Context: an optimization exercise on an open-source flow, tuned for small area. The choices shown serve that exercise and are no tape-out recipe.
Function was checked by simulation only, so behaviour that the tests miss may differ from the original.
Power figures rest on the tool's default switching activity, not on a simulated workload.

$ cat flow/config.mk
export PLATFORM = sky130hd
export DESIGN_NAME = gauss_filter_top
export DESIGN_NICKNAME = gauss_filter_top
export VERILOG_FILES = /design/flow/design.v
export SDC_FILE = /design/flow/constraint.sdc
export NUM_CORES = 4
export LEC_CHECK = 0
export CAP_MARGIN = 20
export CORE_MARGIN = 2
export CORE_UTILIZATION = 70
export CTS_BUF_LIST = sky130_fd_sc_hd__clkbuf_8
export CTS_CLUSTER_DIAMETER = 60
export CTS_CLUSTER_SIZE = 16
export GPL_TIMING_DRIVEN = 0
export PLACE_DENSITY = 0.8
export SLEW_MARGIN = 20
export SYNTH_HIERARCHICAL = 1
$ cat flow/constraint.sdc
create_clock -name core_clock -period 5.0 [get_ports {clk}]
set_input_delay 1.0000 -clock core_clock [delete_from_list [all_inputs] [get_ports {clk}]]
set_output_delay 1.0000 -clock core_clock [all_outputs]
set_load 0.01 [all_outputs]
$ cat flow/design.v
package gauss_pkg;
  typedef logic [8-1:0] pixel_t;
  typedef logic signed [18-1:0] coeff_t;
  typedef logic signed [8+18-1:0] product_t;
  typedef logic signed [48-1:0] sum_t;
endpackage
`timescale 1ns/100ps
module gauss_filter_top
(
  input  logic   clk,
  input  logic   rst,
  input  gauss_pkg::pixel_t pa,
  input  gauss_pkg::pixel_t pb,
  input  gauss_pkg::pixel_t pc,
  input  gauss_pkg::pixel_t pd,
  input  gauss_pkg::pixel_t pe,
  output gauss_pkg::pixel_t p_out
);
  logic rst_d;                              
  logic s0;
  logic c1;
  logic s2;
  logic c3;
  logic s4;
  logic c5;
  logic s6;
  logic c7;
  logic s8;
  logic c9;
  logic s10;
  logic c11;
  logic s12;
  logic c13;
  logic s14;
  logic c15;
  logic s16;
  logic c17;
  logic s18;
  logic c19;
  logic s20;
  logic c21;
  logic s22;
  logic c23;
  logic s24;
  logic c25;
  logic s26;
  logic c27;
  logic s28;
  logic c29;
  logic s30;
  logic c31;
  logic s32;
  logic c33;
  logic s34;
  logic c35;
  logic s36;
  logic c37;
  logic s38;
  logic c39;
  logic s40;
  logic c41;
  logic s42;
  logic c43;
  logic s44;
  logic c45;
  logic s46;
  logic c47;
  logic s48;
  logic c49;
  logic s50;
  logic c51;
  logic s52;
  logic c53;
  logic s54;
  logic c55;
  logic s56;
  logic c57;
  logic s58;
  logic c59;
  logic s60;
  logic c61;
  logic s62;
  logic c63;
  logic s64;
  logic c65;
  logic s66;
  logic c67;
  logic s68;
  logic c69;
  logic s70;
  logic c71;
  logic s72;
  logic c73;
  logic s74;
  logic c75;
  logic s76;
  logic c77;
  logic s78;
  logic c79;
  logic [12:0] xv0;
  logic [12:0] xv0_d;
  logic s80;
  logic c81;
  logic s82;
  logic c83;
  logic s84;
  logic c85;
  logic s86;
  logic c87;
  logic s88;
  logic c89;
  logic s90;
  logic c91;
  logic s92;
  logic c93;
  logic s94;
  logic c95;
  logic [8:0] xb;
  logic [8:0] xb_d;
  logic [7:0] xc;
  logic [7:0] xc_d;
  logic [12:0] r1;
  logic [12:0] r1_d;
  logic s96;
  logic c97;
  logic s98;
  logic c99;
  logic s100;
  logic c101;
  logic s102;
  logic c103;
  logic s104;
  logic c105;
  logic s106;
  logic c107;
  logic s108;
  logic c109;
  logic o110;
  logic o111;
  logic s112;
  logic c113;
  logic s114;
  logic c115;
  logic s116;
  logic c117;
  logic s118;
  logic c119;
  logic s120;
  logic c121;
  logic s122;
  logic c123;
  logic s124;
  logic c125;
  logic s126;
  logic c127;
  logic s128;
  logic c129;
  logic s130;
  logic c131;
  logic s132;
  logic c133;
  logic s134;
  logic c135;
  logic s136;
  logic c137;
  logic s138;
  logic c139;
  logic s140;
  logic c141;
  logic [14:0] r2p;
  logic [14:0] r2p_d;
  logic r2p_c11;
  logic s142;
  logic c143;
  logic s144;
  logic c145;
  logic s146;
  logic c147;
  logic s148;
  logic c149;
  logic s150;
  logic c151;
  logic s152;
  logic c153;
  logic s154;
  logic c155;
  logic s156;
  logic c157;
  logic s158;
  logic c159;
  logic s160;
  logic c161;
  logic s162;
  logic c163;
  logic s164;
  logic c165;
  logic s166;
  logic c167;
  logic s168;
  logic c169;
  logic s170;
  logic c171;
  logic s172;
  logic c173;
  logic s174;
  logic c175;
  logic [10:0] r2q;
  logic [10:0] r2q_d;
  logic s176;
  logic c177;
  logic s178;
  logic c179;
  logic s180;
  logic c181;
  logic s182;
  logic c183;
  logic s184;
  logic c185;
  logic s186;
  logic c187;
  logic s188;
  logic c189;
  logic s190;
  logic c191;
  logic s192;
  logic c193;
  logic s194;
  logic c195;
  logic s196;
  logic c197;
  logic s198;
  logic c199;
  logic s200;
  logic c201;
  logic s202;
  logic c203;
  logic s204;
  logic c205;
  logic s206;
  logic c207;
  logic s208;
  logic c209;
  logic s210;
  logic c211;
  logic s212;
  logic c213;
  logic s214;
  logic c215;
  logic s216;
  logic c217;
  logic s218;
  logic c219;
  logic s220;
  logic c221;
  logic s222;
  logic c223;
  logic s224;
  logic c225;
  logic s226;
  logic c227;
  logic s228;
  logic c229;
  logic s230;
  logic c231;
  logic s232;
  logic c233;
  logic s234;
  logic c235;
  logic s236;
  logic c237;
  logic s238;
  logic c239;
  logic s240;
  logic c241;
  logic s242;
  logic c243;
  logic s244;
  logic c245;
  logic s246;
  logic c247;
  logic s248;
  logic c249;
  logic s250;
  logic c251;
  logic s252;
  logic c253;
  logic s254;
  logic c255;
  logic s256;
  logic c257;
  logic s258;
  logic c259;
  logic s260;
  logic c261;
  logic s262;
  logic c263;
  logic s264;
  logic c265;
  logic s266;
  logic c267;
  logic s268;
  logic c269;
  logic [15:0] r3p;
  logic [15:0] r3p_d;
  logic r3p_c11;
  logic s270;
  logic c271;
  logic s272;
  logic c273;
  logic s274;
  logic c275;
  logic s276;
  logic c277;
  logic s278;
  logic c279;
  logic s280;
  logic c281;
  logic s282;
  logic c283;
  logic s284;
  logic c285;
  logic s286;
  logic c287;
  logic s288;
  logic c289;
  logic s290;
  logic c291;
  logic s292;
  logic c293;
  logic s294;
  logic c295;
  logic s296;
  logic c297;
  logic s298;
  logic c299;
  logic s300;
  logic c301;
  logic s302;
  logic c303;
  logic s304;
  logic c305;
  logic s306;
  logic c307;
  logic s308;
  logic c309;
  logic s310;
  logic c311;
  logic s312;
  logic c313;
  logic s314;
  logic c315;
  logic s316;
  logic c317;
  logic s318;
  logic c319;
  logic s320;
  logic c321;
  logic s322;
  logic c323;
  logic n324;
  logic [12:0] r3q;
  logic [12:0] r3q_d;
  logic r3q_c11;
  logic s325;
  logic c326;
  logic s327;
  logic c328;
  logic s329;
  logic c330;
  logic s331;
  logic c332;
  logic s333;
  logic c334;
  logic s335;
  logic c336;
  logic s337;
  logic c338;
  logic s339;
  logic c340;
  logic o341;
  logic o342;
  logic o343;
  logic o344;
  logic s345;
  logic c346;
  logic s347;
  logic c348;
  logic s349;
  logic c350;
  logic s351;
  logic c352;
  logic s353;
  logic c354;
  logic s355;
  logic c356;
  logic s357;
  logic c358;
  logic s359;
  logic c360;
  logic s361;
  logic c362;
  logic s363;
  logic c364;
  logic s365;
  logic c366;
  logic s367;
  logic c368;
  logic s369;
  logic c370;
  logic s371;
  logic c372;
  logic s373;
  logic c374;
  logic s375;
  logic c376;
  logic s377;
  logic c378;
  logic [16:0] r4p;
  logic [16:0] r4p_d;
  logic r4p_c13;
  logic o379;
  logic o380;
  logic o381;
  logic o382;
  logic s383;
  logic c384;
  logic s385;
  logic c386;
  logic s387;
  logic c388;
  logic s389;
  logic c390;
  logic s391;
  logic c392;
  logic s393;
  logic c394;
  logic s395;
  logic c396;
  logic s397;
  logic c398;
  logic s399;
  logic c400;
  logic s401;
  logic c402;
  logic s403;
  logic c404;
  logic s405;
  logic c406;
  logic s407;
  logic c408;
  logic s409;
  logic c410;
  logic s411;
  logic c412;
  logic s413;
  logic c414;
  logic s415;
  logic c416;
  logic s417;
  logic c418;
  logic s419;
  logic c420;
  logic s421;
  logic c422;
  logic s423;
  logic c424;
  logic s425;
  logic c426;
  logic [7:0] r4q;
  logic [7:0] r4q_d;
  logic r4q_c5;
  logic s427;
  logic c428;
  logic o429;
  logic o430;
  logic s431;
  logic c432;
  logic s433;
  logic c434;
  logic s435;
  logic c436;
  logic s437;
  logic c438;
  logic s439;
  logic c440;
  logic s441;
  logic c442;
  logic s443;
  logic c444;
  logic s445;
  logic c446;
  logic s447;
  logic c448;
  logic s449;
  logic c450;
  logic s451;
  logic c452;
  logic s453;
  logic c454;
  logic s455;
  logic c456;
  logic s457;
  logic c458;
  logic s459;
  logic c460;
  logic s461;
  logic c462;
  logic o463;
  logic o464;
  logic s465;
  logic c466;
  logic s467;
  logic c468;
  logic s469;
  logic c470;
  logic s471;
  logic c472;
  logic s473;
  logic c474;
  logic s475;
  logic c476;
  logic s477;
  logic c478;
  logic s479;
  logic c480;
  logic s481;
  logic c482;
  logic s483;
  logic c484;
  logic s485;
  logic c486;
  logic s487;
  logic c488;
  logic s489;
  logic c490;
  logic s491;
  logic c492;
  logic s493;
  logic c494;
  logic s495;
  logic c496;
  logic s497;
  logic c498;
  logic s499;
  logic c500;
  logic o501;
  logic o502;
  logic s503;
  logic c504;
  logic s505;
  logic c506;
  logic s507;
  logic c508;
  logic s509;
  logic c510;
  logic s511;
  logic c512;
  logic s513;
  logic c514;
  logic o515;
  logic o516;
  logic s517;
  logic c518;
  logic s519;
  logic c520;
  logic x521;
  logic s522;
  logic c523;
  logic x524;
  logic s525;
  logic c526;
  logic s527;
  logic c528;
  logic s529;
  logic c530;
  logic s531;
  logic c532;
  logic s533;
  logic c534;
  logic s535;
  logic c536;
  logic s537;
  logic c538;
  logic s539;
  logic c540;
  logic s541;
  logic c542;
  logic s543;
  logic c544;
  logic o545;
  logic o546;
  logic [7:0] f1;
  logic [7:0] f1_d;
  logic f1_c5;
  logic f1_c0;
  logic ci547;
  logic s548;
  logic c549;
  logic s550;
  logic c551;
  logic s552;
  logic c553;
  logic s554;
  logic c555;
  logic s556;
  logic c557;
  logic s558;
  logic c559;
  logic s560;
  logic c561;
  logic s562;
  logic c563;
  logic [7:0] res;
  gauss_fa u_s0 (.a(pa[0]), .b(pe[0]), .ci(~pc[0]), .s(s0), .co(c1));
  gauss_fa u_s2 (.a(pa[1]), .b(pe[1]), .ci(~pc[1]), .s(s2), .co(c3));
  gauss_fa u_s4 (.a(pa[2]), .b(pe[2]), .ci(pb[0]), .s(s4), .co(c5));
  gauss_fa u_s6 (.a(pd[0]), .b(~pc[2]), .ci(s4), .s(s6), .co(c7));
  gauss_fa u_s8 (.a(pa[3]), .b(pe[3]), .ci(pb[1]), .s(s8), .co(c9));
  gauss_fa u_s10 (.a(pd[1]), .b(pc[0]), .ci(~pc[3]), .s(s10), .co(c11));
  gauss_fa u_s12 (.a(c5), .b(s8), .ci(s10), .s(s12), .co(c13));
  gauss_fa u_s14 (.a(pa[4]), .b(pe[4]), .ci(pb[2]), .s(s14), .co(c15));
  gauss_fa u_s16 (.a(pd[2]), .b(pc[1]), .ci(~pc[4]), .s(s16), .co(c17));
  gauss_fa u_s18 (.a(c9), .b(s14), .ci(c11), .s(s18), .co(c19));
  gauss_fa u_s20 (.a(s16), .b(c13), .ci(s18), .s(s20), .co(c21));
  gauss_fa u_s22 (.a(pa[5]), .b(pe[5]), .ci(pb[3]), .s(s22), .co(c23));
  gauss_fa u_s24 (.a(pd[3]), .b(pc[2]), .ci(~pc[5]), .s(s24), .co(c25));
  gauss_fa u_s26 (.a(c15), .b(s22), .ci(c17), .s(s26), .co(c27));
  gauss_fa u_s28 (.a(s24), .b(c19), .ci(s26), .s(s28), .co(c29));
  gauss_fa u_s30 (.a(pa[6]), .b(pe[6]), .ci(pb[4]), .s(s30), .co(c31));
  gauss_fa u_s32 (.a(pd[4]), .b(pc[3]), .ci(~pc[6]), .s(s32), .co(c33));
  gauss_fa u_s34 (.a(c23), .b(s30), .ci(c25), .s(s34), .co(c35));
  gauss_fa u_s36 (.a(s32), .b(c27), .ci(s34), .s(s36), .co(c37));
  gauss_fa u_s38 (.a(pa[7]), .b(pe[7]), .ci(pb[5]), .s(s38), .co(c39));
  gauss_fa u_s40 (.a(pd[5]), .b(pc[4]), .ci(~pc[7]), .s(s40), .co(c41));
  gauss_fa u_s42 (.a(c31), .b(s38), .ci(c33), .s(s42), .co(c43));
  gauss_fa u_s44 (.a(s40), .b(c35), .ci(s42), .s(s44), .co(c45));
  gauss_fa u_s46 (.a(pb[6]), .b(pd[6]), .ci(pc[5]), .s(s46), .co(c47));
  gauss_fa u_s48 (.a(c39), .b(s46), .ci(c41), .s(s48), .co(c49));
  gauss_fa u_s50 (.a(c43), .b(s48), .ci(c45), .s(s50), .co(c51));
  gauss_fa u_s52 (.a(pb[7]), .b(pd[7]), .ci(pc[6]), .s(s52), .co(c53));
  gauss_fa u_s54 (.a(c47), .b(s52), .ci(c49), .s(s54), .co(c55));
  gauss_fa u_s56 (.a(pc[7]), .b(c53), .ci(c55), .s(s56), .co(c57));
  gauss_ha u_s58 (.a(c1), .b(s2), .s(s58), .co(c59));
  gauss_fa u_s60 (.a(c3), .b(s6), .ci(c59), .s(s60), .co(c61));
  gauss_fa u_s62 (.a(c7), .b(s12), .ci(c61), .s(s62), .co(c63));
  gauss_ha u_s64 (.a(s20), .b(c63), .s(s64), .co(c65));
  gauss_fa u_s66 (.a(c21), .b(s28), .ci(c65), .s(s66), .co(c67));
  gauss_fa u_s68 (.a(c29), .b(s36), .ci(c67), .s(s68), .co(c69));
  gauss_fa u_s70 (.a(c37), .b(s44), .ci(c69), .s(s70), .co(c71));
  gauss_ha u_s72 (.a(s50), .b(c71), .s(s72), .co(c73));
  gauss_fa u_s74 (.a(c51), .b(s54), .ci(c73), .s(s74), .co(c75));
  gauss_ha u_s76 (.a(s56), .b(c75), .s(s76), .co(c77));
  gauss_ha u_s78 (.a(c57), .b(c77), .s(s78), .co(c79));
  assign xv0_d[0] = s0;
  assign xv0_d[1] = s58;
  assign xv0_d[2] = s60;
  assign xv0_d[3] = s62;
  assign xv0_d[4] = s64;
  assign xv0_d[5] = s66;
  assign xv0_d[6] = s68;
  assign xv0_d[7] = s70;
  assign xv0_d[8] = s72;
  assign xv0_d[9] = s74;
  assign xv0_d[10] = s76;
  assign xv0_d[11] = s78;
  assign xv0_d[12] = c79;
  gauss_ha u_s80 (.a(pb[0]), .b(pd[0]), .s(s80), .co(c81));
  gauss_fa u_s82 (.a(pb[1]), .b(pd[1]), .ci(c81), .s(s82), .co(c83));
  gauss_fa u_s84 (.a(pb[2]), .b(pd[2]), .ci(c83), .s(s84), .co(c85));
  gauss_fa u_s86 (.a(pb[3]), .b(pd[3]), .ci(c85), .s(s86), .co(c87));
  gauss_fa u_s88 (.a(pb[4]), .b(pd[4]), .ci(c87), .s(s88), .co(c89));
  gauss_fa u_s90 (.a(pb[5]), .b(pd[5]), .ci(c89), .s(s90), .co(c91));
  gauss_fa u_s92 (.a(pb[6]), .b(pd[6]), .ci(c91), .s(s92), .co(c93));
  gauss_fa u_s94 (.a(pb[7]), .b(pd[7]), .ci(c93), .s(s94), .co(c95));
  assign xb_d[0] = s80;
  assign xb_d[1] = s82;
  assign xb_d[2] = s84;
  assign xb_d[3] = s86;
  assign xb_d[4] = s88;
  assign xb_d[5] = s90;
  assign xb_d[6] = s92;
  assign xb_d[7] = s94;
  assign xb_d[8] = c95;
  assign xc_d[0] = pc[0];
  assign xc_d[1] = pc[1];
  assign xc_d[2] = pc[2];
  assign xc_d[3] = pc[3];
  assign xc_d[4] = pc[4];
  assign xc_d[5] = pc[5];
  assign xc_d[6] = pc[6];
  assign xc_d[7] = pc[7];
  assign r1_d[0] = xv0[0];
  assign r1_d[1] = xv0[1];
  assign r1_d[2] = xv0[2];
  assign r1_d[3] = xv0[3];
  assign r1_d[4] = xv0[4];
  assign r1_d[5] = xv0[5];
  assign r1_d[6] = xv0[6];
  assign r1_d[7] = xv0[7];
  assign r1_d[8] = xv0[8];
  assign r1_d[9] = xv0[9];
  assign r1_d[10] = xv0[10];
  assign r1_d[11] = xv0[11];
  assign r1_d[12] = xv0[12];
  gauss_fa u_s96 (.a(r1[2]), .b(xv0[0]), .ci(~xc[1]), .s(s96), .co(c97));
  gauss_fa u_s98 (.a(r1[3]), .b(xv0[1]), .ci(~xc[2]), .s(s98), .co(c99));
  gauss_fa u_s100 (.a(r1[4]), .b(xv0[2]), .ci(~xc[3]), .s(s100), .co(c101));
  gauss_fa u_s102 (.a(r1[5]), .b(xv0[3]), .ci(~xc[4]), .s(s102), .co(c103));
  gauss_fa u_s104 (.a(r1[6]), .b(xv0[4]), .ci(~xc[5]), .s(s104), .co(c105));
  gauss_fa u_s106 (.a(r1[7]), .b(xv0[5]), .ci(~xc[6]), .s(s106), .co(c107));
  gauss_fa u_s108 (.a(r1[8]), .b(xv0[6]), .ci(~xc[7]), .s(s108), .co(c109));
  gauss_xnor u_o110 (.a(r1[9]), .b(xv0[7]), .o(o110));
  gauss_or u_o111 (.a(r1[9]), .b(xv0[7]), .o(o111));
  gauss_fa u_s112 (.a(r1[10]), .b(xv0[8]), .ci(o111), .s(s112), .co(c113));
  gauss_fa u_s114 (.a(r1[11]), .b(xv0[9]), .ci(c113), .s(s114), .co(c115));
  gauss_fa u_s116 (.a(r1[12]), .b(xv0[10]), .ci(c115), .s(s116), .co(c117));
  gauss_ha u_s118 (.a(r1[1]), .b(~xc[0]), .s(s118), .co(c119));
  gauss_ha u_s120 (.a(s96), .b(c119), .s(s120), .co(c121));
  gauss_fa u_s122 (.a(c97), .b(s98), .ci(c121), .s(s122), .co(c123));
  gauss_fa u_s124 (.a(c99), .b(s100), .ci(c123), .s(s124), .co(c125));
  gauss_fa u_s126 (.a(c101), .b(s102), .ci(c125), .s(s126), .co(c127));
  gauss_fa u_s128 (.a(c103), .b(s104), .ci(c127), .s(s128), .co(c129));
  gauss_fa u_s130 (.a(c105), .b(s106), .ci(c129), .s(s130), .co(c131));
  gauss_fa u_s132 (.a(c107), .b(s108), .ci(c131), .s(s132), .co(c133));
  gauss_fa u_s134 (.a(c109), .b(o110), .ci(c133), .s(s134), .co(c135));
  gauss_ha u_s136 (.a(s112), .b(c135), .s(s136), .co(c137));
  gauss_ha u_s138 (.a(xv0[11]), .b(c117), .s(s138), .co(c139));
  assign s140 = xv0[12] ^ c139;
  assign r2p_d[0] = r1[0];
  assign r2p_d[1] = s118;
  assign r2p_d[2] = s120;
  assign r2p_d[3] = s122;
  assign r2p_d[4] = s124;
  assign r2p_d[5] = s126;
  assign r2p_d[6] = s128;
  assign r2p_d[7] = s130;
  assign r2p_d[8] = s132;
  assign r2p_d[9] = s134;
  assign r2p_d[10] = s136;
  assign r2p_d[11] = s114;
  assign r2p_d[12] = s116;
  assign r2p_d[13] = s138;
  assign r2p_d[14] = s140;
  gauss_fa u_s142 (.a(xb[2]), .b(xc[0]), .ci(~xc[2]), .s(s142), .co(c143));
  gauss_fa u_s144 (.a(xb[3]), .b(xc[1]), .ci(~xc[3]), .s(s144), .co(c145));
  gauss_fa u_s146 (.a(xb[4]), .b(xc[2]), .ci(~xc[4]), .s(s146), .co(c147));
  gauss_fa u_s148 (.a(xb[5]), .b(xc[3]), .ci(~xc[5]), .s(s148), .co(c149));
  gauss_fa u_s150 (.a(xb[6]), .b(xc[4]), .ci(~xc[6]), .s(s150), .co(c151));
  gauss_fa u_s152 (.a(xb[7]), .b(xc[5]), .ci(~xc[7]), .s(s152), .co(c153));
  gauss_fa u_s154 (.a(xb[8]), .b(xc[6]), .ci(c153), .s(s154), .co(c155));
  gauss_ha u_s156 (.a(xb[0]), .b(~xc[0]), .s(s156), .co(c157));
  gauss_fa u_s158 (.a(xb[1]), .b(~xc[1]), .ci(c157), .s(s158), .co(c159));
  gauss_ha u_s160 (.a(s142), .b(c159), .s(s160), .co(c161));
  gauss_fa u_s162 (.a(c143), .b(s144), .ci(c161), .s(s162), .co(c163));
  gauss_fa u_s164 (.a(c145), .b(s146), .ci(c163), .s(s164), .co(c165));
  gauss_fa u_s166 (.a(c147), .b(s148), .ci(c165), .s(s166), .co(c167));
  gauss_fa u_s168 (.a(c149), .b(s150), .ci(c167), .s(s168), .co(c169));
  gauss_fa u_s170 (.a(c151), .b(s152), .ci(c169), .s(s170), .co(c171));
  gauss_ha u_s172 (.a(s154), .b(c171), .s(s172), .co(c173));
  gauss_fa u_s174 (.a(xc[7]), .b(c155), .ci(c173), .s(s174), .co(c175));
  assign r2q_d[0] = s156;
  assign r2q_d[1] = s158;
  assign r2q_d[2] = s160;
  assign r2q_d[3] = s162;
  assign r2q_d[4] = s164;
  assign r2q_d[5] = s166;
  assign r2q_d[6] = s168;
  assign r2q_d[7] = s170;
  assign r2q_d[8] = s172;
  assign r2q_d[9] = s174;
  assign r2q_d[10] = c175;
  gauss_fa u_s176 (.a(r2p[1]), .b(~xv0[1]), .ci(~xb[0]), .s(s176), .co(c177));
  gauss_fa u_s178 (.a(r2p[2]), .b(~xv0[2]), .ci(~xb[1]), .s(s178), .co(c179));
  gauss_fa u_s180 (.a(r2p[3]), .b(xv0[0]), .ci(~xv0[3]), .s(s180), .co(c181));
  gauss_fa u_s182 (.a(~xb[2]), .b(~xc[0]), .ci(c179), .s(s182), .co(c183));
  gauss_fa u_s184 (.a(r2p[4]), .b(xv0[1]), .ci(~xv0[4]), .s(s184), .co(c185));
  gauss_fa u_s186 (.a(~xb[3]), .b(~xc[1]), .ci(c181), .s(s186), .co(c187));
  gauss_fa u_s188 (.a(s184), .b(c183), .ci(s186), .s(s188), .co(c189));
  gauss_fa u_s190 (.a(r2p[5]), .b(xv0[2]), .ci(~xv0[5]), .s(s190), .co(c191));
  gauss_fa u_s192 (.a(~xb[4]), .b(~xc[2]), .ci(c185), .s(s192), .co(c193));
  gauss_fa u_s194 (.a(s190), .b(c187), .ci(s192), .s(s194), .co(c195));
  gauss_fa u_s196 (.a(r2p[6]), .b(xv0[3]), .ci(~xv0[6]), .s(s196), .co(c197));
  gauss_fa u_s198 (.a(~xb[5]), .b(~xc[3]), .ci(c191), .s(s198), .co(c199));
  gauss_fa u_s200 (.a(s196), .b(c193), .ci(s198), .s(s200), .co(c201));
  gauss_fa u_s202 (.a(r2p[7]), .b(xv0[4]), .ci(~xv0[7]), .s(s202), .co(c203));
  gauss_fa u_s204 (.a(~xb[6]), .b(~xc[4]), .ci(c197), .s(s204), .co(c205));
  gauss_fa u_s206 (.a(s202), .b(c199), .ci(s204), .s(s206), .co(c207));
  gauss_fa u_s208 (.a(r2p[8]), .b(xv0[5]), .ci(~xv0[8]), .s(s208), .co(c209));
  gauss_fa u_s210 (.a(~xb[7]), .b(~xc[5]), .ci(c203), .s(s210), .co(c211));
  gauss_fa u_s212 (.a(s208), .b(c205), .ci(s210), .s(s212), .co(c213));
  gauss_fa u_s214 (.a(r2p[9]), .b(xv0[6]), .ci(~xv0[9]), .s(s214), .co(c215));
  gauss_fa u_s216 (.a(~xb[8]), .b(~xc[6]), .ci(c209), .s(s216), .co(c217));
  gauss_fa u_s218 (.a(s214), .b(c211), .ci(s216), .s(s218), .co(c219));
  gauss_fa u_s220 (.a(r2p[10]), .b(xv0[7]), .ci(~xv0[10]), .s(s220), .co(c221));
  gauss_fa u_s222 (.a(~xc[7]), .b(c215), .ci(s220), .s(s222), .co(c223));
  gauss_fa u_s224 (.a(c217), .b(s222), .ci(c219), .s(s224), .co(c225));
  gauss_fa u_s226 (.a(r2p[11]), .b(r2p_c11), .ci(xv0[8]), .s(s226), .co(c227));
  gauss_fa u_s228 (.a(~xv0[11]), .b(c221), .ci(s226), .s(s228), .co(c229));
  gauss_fa u_s230 (.a(c223), .b(s228), .ci(c225), .s(s230), .co(c231));
  gauss_fa u_s232 (.a(r2p[12]), .b(xv0[9]), .ci(~xv0[12]), .s(s232), .co(c233));
  gauss_fa u_s234 (.a(c227), .b(s232), .ci(c229), .s(s234), .co(c235));
  gauss_fa u_s236 (.a(r2p[13]), .b(xv0[10]), .ci(c233), .s(s236), .co(c237));
  gauss_fa u_s238 (.a(r2p[14]), .b(xv0[11]), .ci(c237), .s(s238), .co(c239));
  gauss_ha u_s240 (.a(r2p[0]), .b(~xv0[0]), .s(s240), .co(c241));
  gauss_ha u_s242 (.a(s176), .b(c241), .s(s242), .co(c243));
  gauss_fa u_s244 (.a(c177), .b(s178), .ci(c243), .s(s244), .co(c245));
  gauss_fa u_s246 (.a(s180), .b(s182), .ci(c245), .s(s246), .co(c247));
  gauss_ha u_s248 (.a(s188), .b(c247), .s(s248), .co(c249));
  gauss_fa u_s250 (.a(c189), .b(s194), .ci(c249), .s(s250), .co(c251));
  gauss_fa u_s252 (.a(c195), .b(s200), .ci(c251), .s(s252), .co(c253));
  gauss_fa u_s254 (.a(c201), .b(s206), .ci(c253), .s(s254), .co(c255));
  gauss_fa u_s256 (.a(c207), .b(s212), .ci(c255), .s(s256), .co(c257));
  gauss_fa u_s258 (.a(c213), .b(s218), .ci(c257), .s(s258), .co(c259));
  gauss_ha u_s260 (.a(s224), .b(c259), .s(s260), .co(c261));
  gauss_ha u_s262 (.a(c231), .b(s234), .s(s262), .co(c263));
  gauss_fa u_s264 (.a(c235), .b(s236), .ci(c263), .s(s264), .co(c265));
  gauss_ha u_s266 (.a(s238), .b(c265), .s(s266), .co(c267));
  gauss_fa u_s268 (.a(xv0[12]), .b(c239), .ci(c267), .s(s268), .co(c269));
  assign r3p_d[0] = s240;
  assign r3p_d[1] = s242;
  assign r3p_d[2] = s244;
  assign r3p_d[3] = s246;
  assign r3p_d[4] = s248;
  assign r3p_d[5] = s250;
  assign r3p_d[6] = s252;
  assign r3p_d[7] = s254;
  assign r3p_d[8] = s256;
  assign r3p_d[9] = s258;
  assign r3p_d[10] = s260;
  assign r3p_d[11] = s230;
  assign r3p_d[12] = s262;
  assign r3p_d[13] = s264;
  assign r3p_d[14] = s266;
  assign r3p_d[15] = s268;
  gauss_fa u_s270 (.a(r2q[2]), .b(xb[0]), .ci(xc[0]), .s(s270), .co(c271));
  gauss_fa u_s272 (.a(r2q[3]), .b(xb[1]), .ci(xc[1]), .s(s272), .co(c273));
  gauss_fa u_s274 (.a(~xb[3]), .b(c271), .ci(s272), .s(s274), .co(c275));
  gauss_fa u_s276 (.a(r2q[4]), .b(xb[2]), .ci(xc[2]), .s(s276), .co(c277));
  gauss_fa u_s278 (.a(~xb[4]), .b(c273), .ci(s276), .s(s278), .co(c279));
  gauss_fa u_s280 (.a(r2q[5]), .b(xb[3]), .ci(xc[3]), .s(s280), .co(c281));
  gauss_fa u_s282 (.a(~xb[5]), .b(c277), .ci(s280), .s(s282), .co(c283));
  gauss_fa u_s284 (.a(r2q[6]), .b(xb[4]), .ci(xc[4]), .s(s284), .co(c285));
  gauss_fa u_s286 (.a(~xb[6]), .b(c281), .ci(s284), .s(s286), .co(c287));
  gauss_fa u_s288 (.a(r2q[7]), .b(xb[5]), .ci(xc[5]), .s(s288), .co(c289));
  gauss_fa u_s290 (.a(~xb[7]), .b(c285), .ci(s288), .s(s290), .co(c291));
  gauss_fa u_s292 (.a(r2q[8]), .b(xb[6]), .ci(xc[6]), .s(s292), .co(c293));
  gauss_fa u_s294 (.a(~xb[8]), .b(c289), .ci(s292), .s(s294), .co(c295));
  gauss_fa u_s296 (.a(r2q[9]), .b(xb[7]), .ci(xc[7]), .s(s296), .co(c297));
  gauss_fa u_s298 (.a(c293), .b(s296), .ci(c295), .s(s298), .co(c299));
  gauss_fa u_s300 (.a(r2q[10]), .b(xb[8]), .ci(c297), .s(s300), .co(c301));
  gauss_ha u_s302 (.a(r2q[0]), .b(~xb[0]), .s(s302), .co(c303));
  gauss_fa u_s304 (.a(r2q[1]), .b(~xb[1]), .ci(c303), .s(s304), .co(c305));
  gauss_fa u_s306 (.a(~xb[2]), .b(s270), .ci(c305), .s(s306), .co(c307));
  gauss_ha u_s308 (.a(s274), .b(c307), .s(s308), .co(c309));
  gauss_fa u_s310 (.a(c275), .b(s278), .ci(c309), .s(s310), .co(c311));
  gauss_fa u_s312 (.a(c279), .b(s282), .ci(c311), .s(s312), .co(c313));
  gauss_fa u_s314 (.a(c283), .b(s286), .ci(c313), .s(s314), .co(c315));
  gauss_fa u_s316 (.a(c287), .b(s290), .ci(c315), .s(s316), .co(c317));
  gauss_fa u_s318 (.a(c291), .b(s294), .ci(c317), .s(s318), .co(c319));
  gauss_ha u_s320 (.a(s298), .b(c319), .s(s320), .co(c321));
  gauss_fa u_s322 (.a(c299), .b(s300), .ci(c321), .s(s322), .co(c323));
  assign n324 = ~c301;
  assign r3q_d[0] = s302;
  assign r3q_d[1] = s304;
  assign r3q_d[2] = s306;
  assign r3q_d[3] = s308;
  assign r3q_d[4] = s310;
  assign r3q_d[5] = s312;
  assign r3q_d[6] = s314;
  assign r3q_d[7] = s316;
  assign r3q_d[8] = s318;
  assign r3q_d[9] = s320;
  assign r3q_d[10] = s322;
  assign r3q_d[11] = n324;
  assign r3q_d[12] = c301;
  gauss_fa u_s325 (.a(r3p[2]), .b(xv0[0]), .ci(~xc[1]), .s(s325), .co(c326));
  gauss_fa u_s327 (.a(r3p[3]), .b(xv0[1]), .ci(~xc[2]), .s(s327), .co(c328));
  gauss_fa u_s329 (.a(r3p[4]), .b(xv0[2]), .ci(~xc[3]), .s(s329), .co(c330));
  gauss_fa u_s331 (.a(r3p[5]), .b(xv0[3]), .ci(~xc[4]), .s(s331), .co(c332));
  gauss_fa u_s333 (.a(r3p[6]), .b(xv0[4]), .ci(~xc[5]), .s(s333), .co(c334));
  gauss_fa u_s335 (.a(r3p[7]), .b(xv0[5]), .ci(~xc[6]), .s(s335), .co(c336));
  gauss_fa u_s337 (.a(r3p[8]), .b(xv0[6]), .ci(~xc[7]), .s(s337), .co(c338));
  gauss_fa u_s339 (.a(r3p[9]), .b(xv0[7]), .ci(c338), .s(s339), .co(c340));
  gauss_xnor u_o341 (.a(r3p[10]), .b(xv0[8]), .o(o341));
  gauss_or u_o342 (.a(r3p[10]), .b(xv0[8]), .o(o342));
  gauss_xnor u_o343 (.a(r3p[11]), .b(r3p_c11), .o(o343));
  gauss_or u_o344 (.a(r3p[11]), .b(r3p_c11), .o(o344));
  gauss_fa u_s345 (.a(xv0[9]), .b(o343), .ci(o342), .s(s345), .co(c346));
  gauss_fa u_s347 (.a(r3p[12]), .b(xv0[10]), .ci(o344), .s(s347), .co(c348));
  gauss_fa u_s349 (.a(r3p[13]), .b(xv0[11]), .ci(c348), .s(s349), .co(c350));
  gauss_fa u_s351 (.a(r3p[14]), .b(xv0[12]), .ci(c350), .s(s351), .co(c352));
  gauss_ha u_s353 (.a(r3p[1]), .b(~xc[0]), .s(s353), .co(c354));
  gauss_ha u_s355 (.a(s325), .b(c354), .s(s355), .co(c356));
  gauss_fa u_s357 (.a(c326), .b(s327), .ci(c356), .s(s357), .co(c358));
  gauss_fa u_s359 (.a(c328), .b(s329), .ci(c358), .s(s359), .co(c360));
  gauss_fa u_s361 (.a(c330), .b(s331), .ci(c360), .s(s361), .co(c362));
  gauss_fa u_s363 (.a(c332), .b(s333), .ci(c362), .s(s363), .co(c364));
  gauss_fa u_s365 (.a(c334), .b(s335), .ci(c364), .s(s365), .co(c366));
  gauss_fa u_s367 (.a(c336), .b(s337), .ci(c366), .s(s367), .co(c368));
  gauss_ha u_s369 (.a(s339), .b(c368), .s(s369), .co(c370));
  gauss_fa u_s371 (.a(c340), .b(o341), .ci(c370), .s(s371), .co(c372));
  gauss_ha u_s373 (.a(s345), .b(c372), .s(s373), .co(c374));
  gauss_fa u_s375 (.a(c346), .b(s347), .ci(c374), .s(s375), .co(c376));
  gauss_ha u_s377 (.a(r3p[15]), .b(c352), .s(s377), .co(c378));
  assign r4p_d[0] = r3p[0];
  assign r4p_d[1] = s353;
  assign r4p_d[2] = s355;
  assign r4p_d[3] = s357;
  assign r4p_d[4] = s359;
  assign r4p_d[5] = s361;
  assign r4p_d[6] = s363;
  assign r4p_d[7] = s365;
  assign r4p_d[8] = s367;
  assign r4p_d[9] = s369;
  assign r4p_d[10] = s371;
  assign r4p_d[11] = s373;
  assign r4p_d[12] = s375;
  assign r4p_d[13] = s349;
  assign r4p_d[14] = s351;
  assign r4p_d[15] = s377;
  assign r4p_d[16] = c378;
  gauss_xnor u_o379 (.a(r3q[0]), .b(xb[0]), .o(o379));
  gauss_or u_o380 (.a(r3q[0]), .b(xb[0]), .o(o380));
  gauss_xnor u_o381 (.a(r3q[1]), .b(xb[1]), .o(o381));
  gauss_or u_o382 (.a(r3q[1]), .b(xb[1]), .o(o382));
  gauss_fa u_s383 (.a(~xc[1]), .b(o381), .ci(o380), .s(s383), .co(c384));
  gauss_fa u_s385 (.a(r3q[2]), .b(o382), .ci(s142), .s(s385), .co(c386));
  gauss_fa u_s387 (.a(r3q[3]), .b(c143), .ci(s144), .s(s387), .co(c388));
  gauss_fa u_s389 (.a(r3q[4]), .b(c145), .ci(s146), .s(s389), .co(c390));
  gauss_fa u_s391 (.a(r3q[5]), .b(c147), .ci(s148), .s(s391), .co(c392));
  gauss_fa u_s393 (.a(r3q[6]), .b(c149), .ci(s150), .s(s393), .co(c394));
  gauss_fa u_s395 (.a(r3q[7]), .b(c151), .ci(s152), .s(s395), .co(c396));
  gauss_fa u_s397 (.a(r3q[8]), .b(s154), .ci(c396), .s(s397), .co(c398));
  gauss_fa u_s399 (.a(r3q[9]), .b(xc[7]), .ci(c155), .s(s399), .co(c400));
  assign c402 = ~xc[0] & o379;
  assign c404 = s383 & c402;
  gauss_maj u_s405 (.a(c384), .b(s385), .ci(c404), .o(c406));
  gauss_maj u_s407 (.a(c386), .b(s387), .ci(c406), .o(c408));
  gauss_maj u_s409 (.a(c388), .b(s389), .ci(c408), .o(c410));
  gauss_fa u_s411 (.a(c390), .b(s391), .ci(c410), .s(s411), .co(c412));
  gauss_fa u_s413 (.a(c392), .b(s393), .ci(c412), .s(s413), .co(c414));
  gauss_fa u_s415 (.a(c394), .b(s395), .ci(c414), .s(s415), .co(c416));
  gauss_ha u_s417 (.a(s397), .b(c416), .s(s417), .co(c418));
  gauss_fa u_s419 (.a(c398), .b(s399), .ci(c418), .s(s419), .co(c420));
  gauss_ha u_s421 (.a(r3q[10]), .b(c400), .s(s421), .co(c422));
  gauss_fa u_s423 (.a(r3q[11]), .b(r3q_c11), .ci(c422), .s(s423), .co(c424));
  assign s425 = r3q[12] ^ c424;
  assign r4q_d[0] = s411;
  assign r4q_d[1] = s413;
  assign r4q_d[2] = s415;
  assign r4q_d[3] = s417;
  assign r4q_d[4] = s419;
  assign r4q_d[5] = s421;
  assign r4q_d[6] = s423;
  assign r4q_d[7] = s425;
  gauss_maj u_s427 (.a(r4q[0]), .b(~r4p[0]), .ci(~xv0[0]), .o(c428));
  gauss_xnor u_o429 (.a(r4q[1]), .b(~r4p[1]), .o(o429));
  gauss_or u_o430 (.a(r4q[1]), .b(~r4p[1]), .o(o430));
  gauss_maj u_s431 (.a(~xv0[1]), .b(o429), .ci(c428), .o(c432));
  gauss_fa u_s433 (.a(r4q[2]), .b(~r4p[2]), .ci(~xv0[2]), .s(s433), .co(c434));
  gauss_maj u_s435 (.a(o430), .b(s433), .ci(c432), .o(c436));
  gauss_fa u_s437 (.a(r4q[3]), .b(~r4p[3]), .ci(~xv0[3]), .s(s437), .co(c438));
  gauss_maj u_s439 (.a(c434), .b(s437), .ci(c436), .o(c440));
  gauss_fa u_s441 (.a(r4p[0]), .b(xv0[0]), .ci(r4q[4]), .s(s441), .co(c442));
  gauss_fa u_s443 (.a(~r4p[4]), .b(~xv0[4]), .ci(s441), .s(s443), .co(c444));
  gauss_maj u_s445 (.a(c438), .b(s443), .ci(c440), .o(c446));
  gauss_fa u_s447 (.a(r4p[1]), .b(xv0[1]), .ci(r4q[5]), .s(s447), .co(c448));
  gauss_fa u_s449 (.a(r4q_c5), .b(~r4p[5]), .ci(~xv0[5]), .s(s449), .co(c450));
  gauss_fa u_s451 (.a(c442), .b(s447), .ci(s449), .s(s451), .co(c452));
  gauss_maj u_s453 (.a(c444), .b(s451), .ci(c446), .o(c454));
  gauss_fa u_s455 (.a(r4p[2]), .b(xv0[2]), .ci(r4q[6]), .s(s455), .co(c456));
  gauss_fa u_s457 (.a(~r4p[6]), .b(~xv0[6]), .ci(c448), .s(s457), .co(c458));
  gauss_fa u_s459 (.a(s455), .b(c450), .ci(s457), .s(s459), .co(c460));
  gauss_maj u_s461 (.a(c452), .b(s459), .ci(c454), .o(c462));
  gauss_xnor u_o463 (.a(r4p[3]), .b(xv0[3]), .o(o463));
  gauss_or u_o464 (.a(r4p[3]), .b(xv0[3]), .o(o464));
  gauss_fa u_s465 (.a(r4q[7]), .b(~r4p[7]), .ci(~xv0[7]), .s(s465), .co(c466));
  gauss_fa u_s467 (.a(o463), .b(c456), .ci(s465), .s(s467), .co(c468));
  gauss_fa u_s469 (.a(c458), .b(s467), .ci(c460), .s(s469), .co(c470));
  gauss_fa u_s471 (.a(r4p[4]), .b(xv0[4]), .ci(~r4p[8]), .s(s471), .co(c472));
  gauss_fa u_s473 (.a(~xv0[8]), .b(o464), .ci(c466), .s(s473), .co(c474));
  gauss_fa u_s475 (.a(s471), .b(c468), .ci(s473), .s(s475), .co(c476));
  gauss_fa u_s477 (.a(r4p[5]), .b(xv0[5]), .ci(~r4p[9]), .s(s477), .co(c478));
  gauss_fa u_s479 (.a(~xv0[9]), .b(c472), .ci(s477), .s(s479), .co(c480));
  gauss_fa u_s481 (.a(c474), .b(s479), .ci(c476), .s(s481), .co(c482));
  gauss_fa u_s483 (.a(r4p[6]), .b(xv0[6]), .ci(~r4p[10]), .s(s483), .co(c484));
  gauss_fa u_s485 (.a(~xv0[10]), .b(c478), .ci(s483), .s(s485), .co(c486));
  gauss_fa u_s487 (.a(c480), .b(s485), .ci(c482), .s(s487), .co(c488));
  gauss_fa u_s489 (.a(r4p[7]), .b(xv0[7]), .ci(~r4p[11]), .s(s489), .co(c490));
  gauss_fa u_s491 (.a(~xv0[11]), .b(c484), .ci(s489), .s(s491), .co(c492));
  gauss_fa u_s493 (.a(c486), .b(s491), .ci(c488), .s(s493), .co(c494));
  gauss_fa u_s495 (.a(r4p[8]), .b(xv0[8]), .ci(~r4p[12]), .s(s495), .co(c496));
  gauss_fa u_s497 (.a(~xv0[12]), .b(c490), .ci(s495), .s(s497), .co(c498));
  gauss_fa u_s499 (.a(c492), .b(s497), .ci(c494), .s(s499), .co(c500));
  gauss_xnor u_o501 (.a(r4p[9]), .b(xv0[9]), .o(o501));
  gauss_or u_o502 (.a(r4p[9]), .b(xv0[9]), .o(o502));
  gauss_fa u_s503 (.a(~r4p[13]), .b(~r4p_c13), .ci(o501), .s(s503), .co(c504));
  gauss_fa u_s505 (.a(c496), .b(s503), .ci(c498), .s(s505), .co(c506));
  gauss_fa u_s507 (.a(r4p[10]), .b(xv0[10]), .ci(~r4p[14]), .s(s507), .co(c508));
  gauss_fa u_s509 (.a(o502), .b(s507), .ci(c504), .s(s509), .co(c510));
  gauss_fa u_s511 (.a(r4p[11]), .b(xv0[11]), .ci(~r4p[15]), .s(s511), .co(c512));
  gauss_fa u_s513 (.a(c508), .b(s511), .ci(c510), .s(s513), .co(c514));
  gauss_xnor u_o515 (.a(r4p[12]), .b(xv0[12]), .o(o515));
  gauss_or u_o516 (.a(r4p[12]), .b(xv0[12]), .o(o516));
  gauss_fa u_s517 (.a(~r4p[16]), .b(o515), .ci(c512), .s(s517), .co(c518));
  gauss_fa u_s519 (.a(r4p[13]), .b(r4p_c13), .ci(o516), .s(s519), .co(c520));
  assign x521 = c462 ^ s469;
  assign c523 = c462 & s469;
  assign x524 = c470 ^ s475;
  gauss_maj u_s525 (.a(c470), .b(s475), .ci(c523), .o(c526));
  assign c528 = s481 & c526;
  assign c530 = s487 & c528;
  assign c532 = s493 & c530;
  gauss_ha u_s533 (.a(c500), .b(s505), .s(s533), .co(c534));
  gauss_fa u_s535 (.a(c506), .b(s509), .ci(c534), .s(s535), .co(c536));
  gauss_ha u_s537 (.a(s513), .b(c536), .s(s537), .co(c538));
  gauss_fa u_s539 (.a(c514), .b(s517), .ci(c538), .s(s539), .co(c540));
  gauss_ha u_s541 (.a(c518), .b(s519), .s(s541), .co(c542));
  gauss_fa u_s543 (.a(r4p[14]), .b(c520), .ci(c542), .s(s543), .co(c544));
  gauss_xnor u_o545 (.a(r4p[15]), .b(c544), .o(o545));
  assign f1_d[0] = s499;
  assign f1_d[1] = s533;
  assign f1_d[2] = s535;
  assign f1_d[3] = s537;
  assign f1_d[4] = s539;
  assign f1_d[5] = s541;
  assign f1_d[6] = s543;
  assign f1_d[7] = o545;
  assign ci547 = f1_c0;
  gauss_ha u_s548 (.a(f1[0]), .b(ci547), .s(s548), .co(c549));
  gauss_ha u_s550 (.a(f1[1]), .b(c549), .s(s550), .co(c551));
  gauss_ha u_s552 (.a(f1[2]), .b(c551), .s(s552), .co(c553));
  gauss_ha u_s554 (.a(f1[3]), .b(c553), .s(s554), .co(c555));
  gauss_ha u_s556 (.a(f1[4]), .b(c555), .s(s556), .co(c557));
  gauss_fa u_s558 (.a(f1[5]), .b(f1_c5), .ci(c557), .s(s558), .co(c559));
  gauss_ha u_s560 (.a(f1[6]), .b(c559), .s(s560), .co(c561));
  assign s562 = f1[7] ^ c561;
  assign res[0] = s548;
  assign res[1] = s550;
  assign res[2] = s552;
  assign res[3] = s554;
  assign res[4] = s556;
  assign res[5] = s558;
  assign res[6] = s560;
  assign res[7] = s562;
  always_ff @(posedge clk) begin
    if (rst) begin
      xv0 <= 13'd255;
      xb <= 9'd0;
      xc <= 8'd0;
      r3p <= 16'd15335;
      r3p_c11 <= 1'd0;
    end else begin
      xv0 <= xv0_d;
      xb <= xb_d;
      xc <= xc_d;
      r3p <= r3p_d;
      r3p_c11 <= c261;
    end
  end
  always_ff @(posedge clk) begin
    if (rst | rst_d) begin
      r2p <= 15'd2297;
      r2p_c11 <= 1'd0;
      r3q <= 13'd2814;
      r3q_c11 <= 1'd0;
    end else begin
      r2p <= r2p_d;
      r2p_c11 <= c137;
      r3q <= r3q_d;
      r3q_c11 <= c323;
    end
  end
  always_ff @(posedge clk) begin
    r1 <= r1_d;
    r2q <= r2q_d;
    r4p <= r4p_d;
    r4p_c13 <= c376;
    r4q <= r4q_d;
    r4q_c5 <= c420;
    f1 <= f1_d;
    f1_c5 <= c540;
    f1_c0 <= c532;
  end
  always_ff @(posedge clk) begin
    rst_d <= rst;
  end
  localparam int ODLY = 20;
  logic [7:0] dly [ODLY+1];
  always_ff @(posedge clk) begin
    dly[0] <= res;
    for (int i = 1; i <= ODLY; i++) begin
      dly[i] <= dly[i-1];
    end
  end
  logic [4:0] since_rst;
  always_ff @(posedge clk) begin
    if (rst) begin
      since_rst <= '0;
    end else if (since_rst != 5'd23) begin
      since_rst <= since_rst + 5'd1;
    end
  end
  assign p_out = (since_rst == 5'd23) ? dly[ODLY] : '0;
endmodule
module gauss_fa (input logic a, b, ci, output logic s, co);
  assign s  = a ^ b ^ ci;
  assign co = (a & b) | (a & ci) | (b & ci);
endmodule
module gauss_ha (input logic a, b, output logic s, co);
  assign s  = a ^ b;
  assign co = a & b;
endmodule
module gauss_maj (input logic a, b, ci, output logic o);
  assign o = (a & b) | (a & ci) | (b & ci);
endmodule
module gauss_xnor (input logic a, b, output logic o);
  assign o = ~(a ^ b);
endmodule
module gauss_or (input logic a, b, output logic o);
  assign o = a | b;
endmodule
$ cat flow/flow/run.sh
#!/bin/bash
cp standard.sh standard_copy.txt
export BUFFER_PORTS_ARGS="-buffer_cell sky130_fd_sc_hd__buf_1"
export CTS_ARGS="-sink_clustering_enable -repair_clock_nets -dont_use_dummy_load -buf_list sky130_fd_sc_hd__clkbuf_8 -sink_clustering_size 20 -sink_clustering_max_diameter 55"
bash standard.sh finish > standard_flow.log 2>&1
$ cat flow/standard.sh
#!/bin/bash
# synth_recipe.tcl (not shown) runs the flow's synth.tcl, then flattens the netlist and writes it again
# the make line also repeats each setting of config.mk as NAME=value (left out here)
make -C /OpenROAD-flow-scripts/flow DESIGN_CONFIG=/design/flow/config.mk WORK_HOME=/design/flow/orfs CLKGATE_MAP_FILE= SYNTH_SCRIPT=/design/flow/synth_recipe.tcl "${@:-finish}"
==> flow_summary.toml, run 1 <==
[final_layout]
nFillCells = 1065
nets = 1131
utilization = 0.758
area_delta_synth_final_pct = 6.56
drive_above_1_share = 0.0873

[critical_path]
endpoint = "r4p[12]$_DFF_P_"
crit_type = "reg -> reg"
reg2regPathDepth = 12
critPathArrivalTime_ns = 5.22
crit_path_start = "xv0[0]$_SDFF_PP1_"
endpoint_kind = "flop"
cp-start-kind = "flop"
r2r_slack_ns = 0.19
critPathRequiredTime_ns = 5.41
r2r_start = "xv0[0]$_SDFF_PP1_"
r2r-end = "r4p[12]$_DFF_P_"
cp_max_fo = 6

[clocking]
cts-root-buf = "clkbuf_8"
cts.clk_slew.worst_paths_ns = 0.11
cts_tree = "done"
cts.sink_count = 312
clk_latency_ns = 0.53
post-cts-setup-buffer-count = 0
htree_num_levels = 1
cts_buffer_depth = 3
cts-hold-fix-buffers = 0
cts_buffers = 22

[grt]
grt_max_degree = 21
grt_pass1_vias = 6492
groute.usage.overall = 0.234
antenna_found_initial = 0
grt_pass1_wl_mm = 32.4
grt_overflow = 0

[floorplan]
core_area_mm2 = 0.0171
num_rows = 48
design.portCount = 50
dieArea_mm2 = 0.0185
die_x_um = 136
start_util = 0.711
die_h_um = 136

[yosys]
synth.area.top_cells = "dfxtp_1, fa_1, ha_1, inv_1, and2_1"
synth_area_per_cell_um2 = 15.9
yosysWarningCount = 8
ys_seq_area_frac = 0.513
syn-num-nets = 1058
synthArstFlopShare = 0
synth_edf_count = 0
synth.distinct_cells = 27
synth_area_mm2 = 0.0122
synth_top_cell_by_area = "dfxtp_1"
synth-seq-cells = 312
yosysTopAreaCellShare = 0.513
syn_inst = 765
ys.flop_type = "dfxtp_1"

[drt]
firstDrtPassIters = 4
wl_per_cell_um = 17.4
vias_per_cell = 5.05
routed_wl_mm = 18.5
drtIter0Drc = 232
ant_nets = 0
num_vias = 5365
drc = 0

[place]
io_buffers = 49
gp_congestion = 0.841
dp_hpwl_mm = 15.1

[timing]
fin_crit_sh = 0.962
rsz0062_at_grt = "no"
finalSetupTns_ns = 0
clock_skew_ns = 0.0474
worstMarginPinSlew_ns = 0.793
hold_viol_final = 0
setup_violations = 0
fmax_mhz = 208
slew_headroom = 0.472
finalMaxSlewViolations = 0
layout_min_cycle_time_ns = 4.81

[pwr]
p_leak_nw = 5.26
powerDensity_mw_per_mm2 = 737
vdd_drop_max_mv = 0.527

[hold_path]
hold_start = "dly[10][0]$_DFF_P_"
hold_path_class = "reg -> reg"

[status]
status = "timing/DRC/antenna clean"

[run]
drv_cap = 0
[per-stage QoR]
| stage | total power [mW] | hold WS (ns) | cell area, um2 | worst slack, ns | std cells |
|---|---|---|---|---|---|
| floorplan | 7.34 | 0.310 | 12200 | -0.0428 | 765 |
| global placement | 8.27 | 0.310 | 12700 | -0.295 | 1039 |
| detailed placement | 8.67 | 0.312 | 12700 | -0.351 | 1039 |
| CTS | 9.78 | 0.291 | 13000 | 0.00218 | 1061 |
| global route | 10.8 | 0.286 | 13000 | 0.0226 | 1061 |
| finish | 9.56 | 0.290 | 13000 | 0.190 | 1062 |
[layout by cell type (no fill, tap or decap)]
cell | synthesis | routed
dfxtp_1 | 312 | 306
fa_1 | 212 | 207
inv_1 | 57 | 56
buf_1 | 0 | 49
ha_1 | 39 | 37
and2_1 | 22 | 22
clkbuf_8 | 0 | 22
nor2b_1 | 20 | 20
or2_2 | 19 | 19
or3_1 | 15 | 15
nor2_1 | 12 | 12
xnor2_1 | 11 | 11
maj3_2 | 11 | 11
or2_1 | 9 | 9
dfxtp_2 | 0 | 6
clkbuf_1 | 5 | 5
fa_2 | 0 | 5
xor2_1 | 4 | 4
buf_2 | 3 | 3
nand3_1 | 2 | 2
nor3_1 | 2 | 2
ha_2 | 0 | 2
diode_2 | 0 | 1
and4b_4 | 1 | 1
buf_6 | 1 | 1
and4_1 | 1 | 1
and3_1 | 1 | 1
inv_4 | 0 | 1
nand2b_1 | 1 | 1
o21bai_1 | 1 | 1
a31oi_1 | 1 | 1
mux2i_1 | 1 | 1
xor2_2 | 1 | 1
clkbuf_2 | 1 | 1
[registers in the layout, indices dropped and copies added, names as in the netlist, 5 cells and up]
signal / count
r4q: 8
f1: 8
r3p: 16
r2p: 15
r1: 13
xb: 9
since_rst: 5
xc: 8
r4p: 17
dly: 168
r2q: 11
r3q: 13
xv0: 13
[Yosys stat by module (local to each module, per instance)]
| module | cells inside | times used | flops+latches |
|---|---|---|---|
| gauss_ha | 1 | 38 | 0 |
| gauss_fa | 1 | 212 | 0 |
| gauss_xnor | 1 | 10 | 0 |
| gauss_filter_top | 485 | 1 | 312 |
| gauss_maj | 1 | 11 | 0 |
| gauss_or | 1 | 9 | 0 |
[critical path: stages (launching register included)]
cell and delay [ns]:
dfxtp_2 0.46, fa_1 0.45, ha_1 0.23, fa_1 0.39
fa_1 0.40, fa_1 0.38, fa_1 0.39, fa_1 0.39
fa_1 0.39, ha_1 0.21, fa_1 0.37, ha_1 0.21
fa_1 0.42
[how the worst min path moves through the flow]
stage                              end  slack (ns)  cells past startpoint
finish              dly[11][0]$_DFF_P_        0.29                      0
CTS                 dly[11][0]$_DFF_P_        0.29                      0
global route        dly[11][0]$_DFF_P_        0.29                      0
global placement     dly[7][7]$_DFF_P_        0.31                      0
floorplan           dly[10][0]$_DFF_P_        0.31                      0
detailed placement  dly[16][4]$_DFF_P_        0.31                      0
[cell usage after synthesis, types with 4 or more instances]
| master | instances |
|---|---|
| and2_1 | 22 |
| clkbuf_1 | 5 |
| dfxtp_1 | 312 |
| fa_1 | 212 |
| ha_1 | 39 |
| inv_1 | 57 |
| maj3_2 | 11 |
| nor2_1 | 12 |
| nor2b_1 | 20 |
| or2_1 | 9 |
| or2_2 | 19 |
| or3_1 | 15 |
| xnor2_1 | 11 |
| xor2_1 | 4 |
[cell families after synthesis]
kind of cell	count (synthesis)	synth area share
flip-flops	312	0.513
adder cells (fa/ha/maj)	262	0.399
AND/OR/NAND/NOR	105	0.0519
buffers and inverters	67	0.0217
XOR/XNOR	16	0.0121
AO/OA/AOI/OAI	2	0.00113
multiplexers	1	0.000823
[power by group]
part / switching [mW] / total [mW] / internal, mW
clock: 0.675 / 1.07 / 0.397
combinational: 2.06 / 4.30 / 2.24
sequential: 0.505 / 4.19 / 3.68
total: 3.24 / 9.56 / 6.32
[layout make-up]
type / count / area [um2] / share of cell area
diodes: 1 / 2.50 / 0.000193
plain buffers: 10 / 50.0 / 0.00386
clock buffers: 22 / 303 / 0.0234
inverters: 57 / 216 / 0.0167
multi-input cells: 386 / 5680 / 0.438
flip-flops and latches: 312 / 6250 / 0.482
well taps: 225 / 282 / 0.0217
repair buffers: 49 / 184 / 0.0142
[metal layers]
layer  global-route usage  vias to the layer above  wire length (um)
met5                    0                        -                 0
met4               0.0503                        0               256
met3               0.0287                       21               685
met2                0.415                       79              9780
met1                0.315                     2806              7780
li1                     -                     2459                 -
[timing repair]
action	in CTS	in global routing
pin swaps	0	0
setup endpoints to repair	1	5
gates resized for setup	1	7
==> run 2: changes to the inputs <==
==> flow/flow/run.sh (replaced) <==
#!/bin/bash
cp standard.sh standard_copy.txt
export BUFFER_PORTS_ARGS="-buffer_cell sky130_fd_sc_hd__buf_1"
export CTS_ARGS="-sink_clustering_enable -repair_clock_nets -dont_use_dummy_load -buf_list sky130_fd_sc_hd__clkbuf_8 -sink_clustering_size 18 -sink_clustering_max_diameter 50"
bash standard.sh finish > standard_flow.log 2>&1
==> run 2 against run 1 <==
Global-route usage is 0.28 points higher. Clock power grew 7%. Design area increased by 0.32%. Area after synthesis is the same. Sequential power about the same. Fmax is 0.19% lower. First-iteration DRC count shrank 31%. Critical path depth rose by 1. Largest power group unchanged. Synthesized cell count unchanged. Sequential cell count stayed put. Count of clock-buffer cells in the layout is 3 higher. Core utilization is 0.24 points higher. Critical path type unchanged.
==> flow_summary.toml, run 2 <==
[status]
status = "timing/DRC/antenna clean"

[pwr]
internal-power_mw = 6.36
power.total_mw = 9.63
power_frac_comb = 0.445
vdd_drop_max_mv = 0.509
switching_share = 0.339
switching_power_mw = 3.27
p_leak_nw = 5.28
p_clk_frac = 0.119
seqPwrFrac = 0.436
powerDensity_mw_per_mm2 = 740

[final_layout]
largest_reg_flops = 168
nets = 1134
drive_above_1_share = 0.0906
seqCellArea_mm2 = 0.00625
instances_no_fill = 1065
utilization = 0.760
layout_common_cells = "dfxtp_1, fa_1, inv_1, buf_1, ha_1"
area_delta_synth_final_pct = 6.90
multi_input_area_mm2 = 0.00568
layout.cells.most_common = "dfxtp_1"
reg_top3 = "dly (168), r4p (17), r3p (16)"
nFillCells = 1048
regMostFlops = "dly"

[yosys]
yosysTopAreaCellShare = 0.513
yosysMostFrequentCell = "dfxtp_1"
syn_inst = 765
synth-seq-cells = 312
yosysWarningCount = 8
synth_area_mm2 = 0.0122
ys.flop_type = "dfxtp_1"
synthArstFlopShare = 0
ys_top_cells_by_count = "dfxtp_1, fa_1, inv_1"
synth_area_per_cell_um2 = 15.9
synth.area.top_cells = "dfxtp_1, fa_1, ha_1, inv_1, and2_1"
synth_edf_count = 0
synth_top_cell_by_area = "dfxtp_1"
syn-num-nets = 1058
ys_seq_area_frac = 0.513
synth.distinct_cells = 27

[clocking]
post-cts-setup-buffer-count = 0
cts_buffer_depth = 3
cts.clk_slew.worst_paths_ns = 0.08
cts.sink_count = 312
cts_buffers = 25
htree_num_levels = 1
clk_latency_ns = 0.55
cts-root-buf = "clkbuf_8"
cts_tree = "done"

[grt]
grt_max_degree = 19
grt_overflow = 0
grt_pass1_vias = 6547
grt_pass1_wl_mm = 32.5
antenna_found_initial = 0
groute.usage.overall = 0.236

[place]
dp_hpwl_mm = 15.1
gp_congestion = 0.841
numPlacedInstances = 1039
io_buffers = 49

[drt]
ant_nets = 0
firstDrtPassIters = 4
drtIter0Drc = 159
num_vias = 5363
routed_wl_mm = 18.7
vias_per_cell = 5.04
wl_per_cell_um = 17.5
drc = 0

[floorplan]
dieArea_mm2 = 0.0185
core_area_mm2 = 0.0171
num_rows = 48
start_util = 0.711
die_h_um = 136
die_x_um = 136
design.portCount = 50

[timing]
whs_ns = 0.308
slew_headroom = 0.463
finalSetupTns_ns = 0
clock_skew_ns = 0.0377
finalMaxSlewViolations = 0
fin_crit_sh = 0.964
rsz0062_at_grt = "no"
hold_viol_final = 0
worstMarginPinSlew_ns = 0.805
fmax_mhz = 208
setup_violations = 0
layout_min_cycle_time_ns = 4.82

[critical_path]
crit_slowest_cell = "fa_1"
path_buf_inv = 1
crit_path_frequent_cell = "fa_1"
crit_chain = "inv_4, fa_1, ha_1, fa_1, fa_1, fa_1, fa_1, fa_1, fa_1, ha_1, fa_1, ha_1, fa_1"
r2r_start = "xc[1]$_SDFF_PP0_"
cp_slowest_stage_delay_ns = 0.44
path_delay_family = "adder cells"
crit_path_start = "xc[1]$_SDFF_PP0_"
cp_max_fo = 5
endpoint_kind = "flop"
crit_type = "reg -> reg"
cp-start-kind = "flop"
critPathArrivalTime_ns = 5.21
critPathRequiredTime_ns = 5.39

[run]
drv_cap = 0

[hold_path]
hold_path_class = "reg -> reg"
hold_start = "dly[10][0]$_DFF_P_"
## run 2: cell types whose count changed in the layout (fill, tap and decap cells not counted), sizes merged
cell    change
clkbuf      +3
## run 2: routing by layer
layer  routed length (um)  global-route usage  up-vias
li1                     -                   -     2462
met1                 7840               0.315     2796
met2                 9770               0.413       75
met3                  612              0.0309       30
met4                  433              0.0712        0
met5                    0                   0        -
## run 2: cell type report
cell class / count / share of cell area
clock buffers: 25 / 0.0264
flip-flops and latches: 312 / 0.481
well taps: 225 / 0.0216
inverters: 57 / 0.0166
repair buffers: 49 / 0.0141
multi-input cells: 386 / 0.436
plain buffers: 10 / 0.00385
diodes: 1 / 0.000192
## run 2: final timing paths
check	end	slack [ns]	cells past startpoint
setup reg to reg	r4p[12]$_DFF_P_	0.18	13
hold reg to reg	dly[11][0]$_DFF_P_	0.31	0
hold / removal	dly[11][0]$_DFF_P_	0.31	0
setup / recovery	r4p[12]$_DFF_P_	0.18	13
## run 2: metrics by stage
stage	cell area (um2)	setup WS [ns]
after global routing	13000	0.0182
after global placement	12700	-0.295
after floorplan	12200	-0.0428
final	13000	0.181
after detailed placement	12700	-0.351
after CTS	13000	0.0142
## run 2: logic make-up after synthesis
logic type	share of synthesized area
AND/OR/NAND/NOR	0.0519
adder cells (fa/ha/maj)	0.399
buffers and inverters	0.0217
XOR/XNOR	0.0121
AO/OA/AOI/OAI	0.00113
flip-flops	0.513
multiplexers	0.000823
## run 2: timing repair
action                                  4_1_cts  5_1_grt
gates resized for setup                       1        7
endpoints found under the hold margin         0        0
endpoints found under the setup margin        1        7
hold buffers                                  0        0
## run 2: Yosys stat by module, one instance, submodules excluded
module	cell area, um2	cells inside	copies in the design
gauss_maj	11.3	1	11
gauss_ha	12.5	1	38
gauss_xnor	8.76	1	10
gauss_filter_top	7180	485	1
gauss_fa	20.0	1	212
gauss_or	6.26	1	9
## run 2: power groups by stage
| stage | Sequential [mW] | Combinational [mW] | Clock, mW |
|---|---|---|---|
| after floorplan | 4.08 | 3.26 | 0 |
| after global placement | 4.20 | 4.07 | 0 |
| after detailed placement | 4.28 | 4.39 | 0 |
| after CTS | 4.23 | 4.44 | 1.19 |
| after global routing | 4.33 | 5.22 | 1.28 |
| final | 4.20 | 4.29 | 1.15 |
==> run 3: changes to the inputs <==
==> flow/flow/run.sh (replaced) <==
#!/bin/bash
cp standard.sh standard_copy.txt
export BUFFER_PORTS_ARGS="-buffer_cell sky130_fd_sc_hd__buf_1"
export CTS_ARGS="-sink_clustering_enable -repair_clock_nets -dont_use_dummy_load -buf_list sky130_fd_sc_hd__clkbuf_8 -sink_clustering_size 18 -sink_clustering_max_diameter 60"
bash standard.sh finish > standard_flow.log 2>&1
==> run 3 against run 2 <==
Area after synthesis stayed put. Sequential power hardly changed. Final cell count is 0.28% lower. Combinational power hardly changed. Wire length is 1.1% lower. Count of clock-buffer cells in the layout is 3 lower. Largest power group unchanged. Core utilization is 0.21 points lower. Total power is 0.64% lower. Critical path depth stayed put. Worst setup slack worse by 0.022 ns.
==> flow_summary.toml, run 3 <==
[grt]
grt_pass1_wl_mm = 32.3
grt_max_degree = 19

[floorplan]
design.portCount = 50
core_area_mm2 = 0.0171
dieArea_mm2 = 0.0185
start_util = 0.711
num_rows = 48

[status]
status = "timing/DRC/antenna clean"

[yosys]
synth_area_mm2 = 0.0122
syn_inst = 765
yosys.area_share.simple = 0.0519
ys_seq_area_frac = 0.513
ys.flop_type = "dfxtp_1"
yosysMostFrequentCell = "dfxtp_1"
synthArstFlopShare = 0
synth_area_per_cell_um2 = 15.9
synth-compound-area-share = 0.00113
synthAdderAreaFrac = 0.399
ys_top_cells_by_count = "dfxtp_1, fa_1, inv_1"
synth_xor_area_frac = 0.0121
synth-seq-cells = 312
synth.area.top_cells = "dfxtp_1, fa_1, ha_1, inv_1, and2_1"

[timing]
finalSetupTns_ns = 0
worstMarginPinSlew_ns = 0.778
finalMaxSlewViolations = 0
fin_crit_sh = 0.968
fmax_mhz = 207

[drt]
firstDrtPassIters = 4
num_vias = 5349
dr_wl_met2_mm = 9.63
wl_met1_mm = 7.90
wl_met3_um = 632

[critical_path]
cp-start-kind = "flop"
critPathRequiredTime_ns = 5.38

[place]
dp_hpwl_mm = 15.1
gp_congestion = 0.841
placed_area_mm2 = 0.0127

[final_layout]
seqCellArea_mm2 = 0.00626
largest_reg_flops = 168
nets = 1131
area_delta_synth_final_pct = 6.60
reg_top3 = "dly (168), r4p (17), r3p (16)"
drive_above_1_share = 0.0885
regMostFlops = "dly"

[run]
drv_cap = 0

[clocking]
htree_num_levels = 1
cts_buffers = 22
post-cts-setup-buffer-count = 0
cts.clk_slew.worst_paths_ns = 0.10
## run 3: cell counts after synthesis
No cell type changed its count.
## run 3: layout make-up
class | count | area share
flip-flops and latches | 312 | 0.482
multi-input cells | 386 | 0.438
clock buffers | 22 | 0.0233
well taps | 225 | 0.0217
inverters | 57 | 0.0169
repair buffers | 49 | 0.0142
plain buffers | 10 | 0.00386
diodes | 1 | 0.000193
## run 3: worst paths after layout
kind,slack (ns),depth (start not counted),start,end
worst max register to register,0.16,13,xc[1]$_SDFF_PP0_,r4p[12]$_DFF_P_
worst min-delay path,0.30,0,dly[6][2]$_DFF_P_,dly[7][2]$_DFF_P_
worst max-delay path,0.16,13,xc[1]$_SDFF_PP0_,r4p[12]$_DFF_P_
worst min register to register,0.30,0,dly[6][2]$_DFF_P_,dly[7][2]$_DFF_P_
## run 3: metrics by stage
stage / instances / total power [mW] / utilization / setup slack (ns)
6_report: 1062 / 9.57 / 0.758 / 0.159
5_1_grt: 1061 / 10.8 / 0.758 / 0.00319
3_3_place_gp: 1039 / 8.27 / 0.739 / -0.295
4_1_cts: 1061 / 9.80 / 0.757 / 0.000731
2_1_floorplan: 765 / 7.34 / - / -0.0428
3_5_place_dp: 1039 / 8.67 / 0.739 / -0.351
## run 3: logic make-up (layout without fill, tap and decap cells)
kind of cell	after synthesis	in the layout
DFF	312	312
adders and majority gates	262	262
and+or+nand+nor	105	105
buffers and inverters	67	138
xor gates and xnor gates	16	16
AOI/OAI and AO/OA	2	2
muxes	1	1
other	0	1
## run 3: critical path, cell delays in order (launching register included)
cell and delay [ns]:
dfxtp_4 0.38, inv_6 0.10, fa_1 0.42, ha_1 0.23, fa_1 0.39, fa_1 0.40, fa_1 0.38, fa_1 0.39
fa_1 0.39, fa_1 0.39, ha_1 0.21, fa_1 0.37, ha_1 0.21, fa_1 0.42
## run 3: where the power goes
group	total [mW]	switching, mW	leakage (nW)	internal [mW]
Combinational	4.30	2.06	2.48	2.24
Clock	1.08	0.684	0.158	0.396
Sequential	4.19	0.504	2.62	3.68
Total	9.57	3.25	5.26	6.32
## run 3: layer usage
metal | up-vias | track usage
met5 | - | 0
met4 | 0 | 0.0422
met2 | 97 | 0.410
li1 | 2455 | -
met1 | 2773 | 0.318
met3 | 24 | 0.0324
## run 3: timing repair
| item | 4_1_cts | 5_1_grt |
|---|---|---|
| resized for setup | 2 | 9 |
| setup endpoints to repair | 2 | 7 |
| hold buffers | 0 | 0 |
| cloned | 0 | 0 |
## run 3: Yosys stat by module, one instance, submodules excluded
| module | flip-flops and latches | copies in the design |
|---|---|---|
| gauss_fa | 0 | 212 |
| gauss_filter_top | 312 | 1 |
| gauss_ha | 0 | 38 |
| gauss_maj | 0 | 11 |
| gauss_or | 0 | 9 |
| gauss_xnor | 0 | 10 |

Check on run 3: ideal ports give 0.159 ns setup slack; a clkbuf_16 on the clock port and buf_2 on the inputs give 0.159 ns; moving port delays by the midpoint clock arrival (0.550 ns) as well gives -0.348 ns.
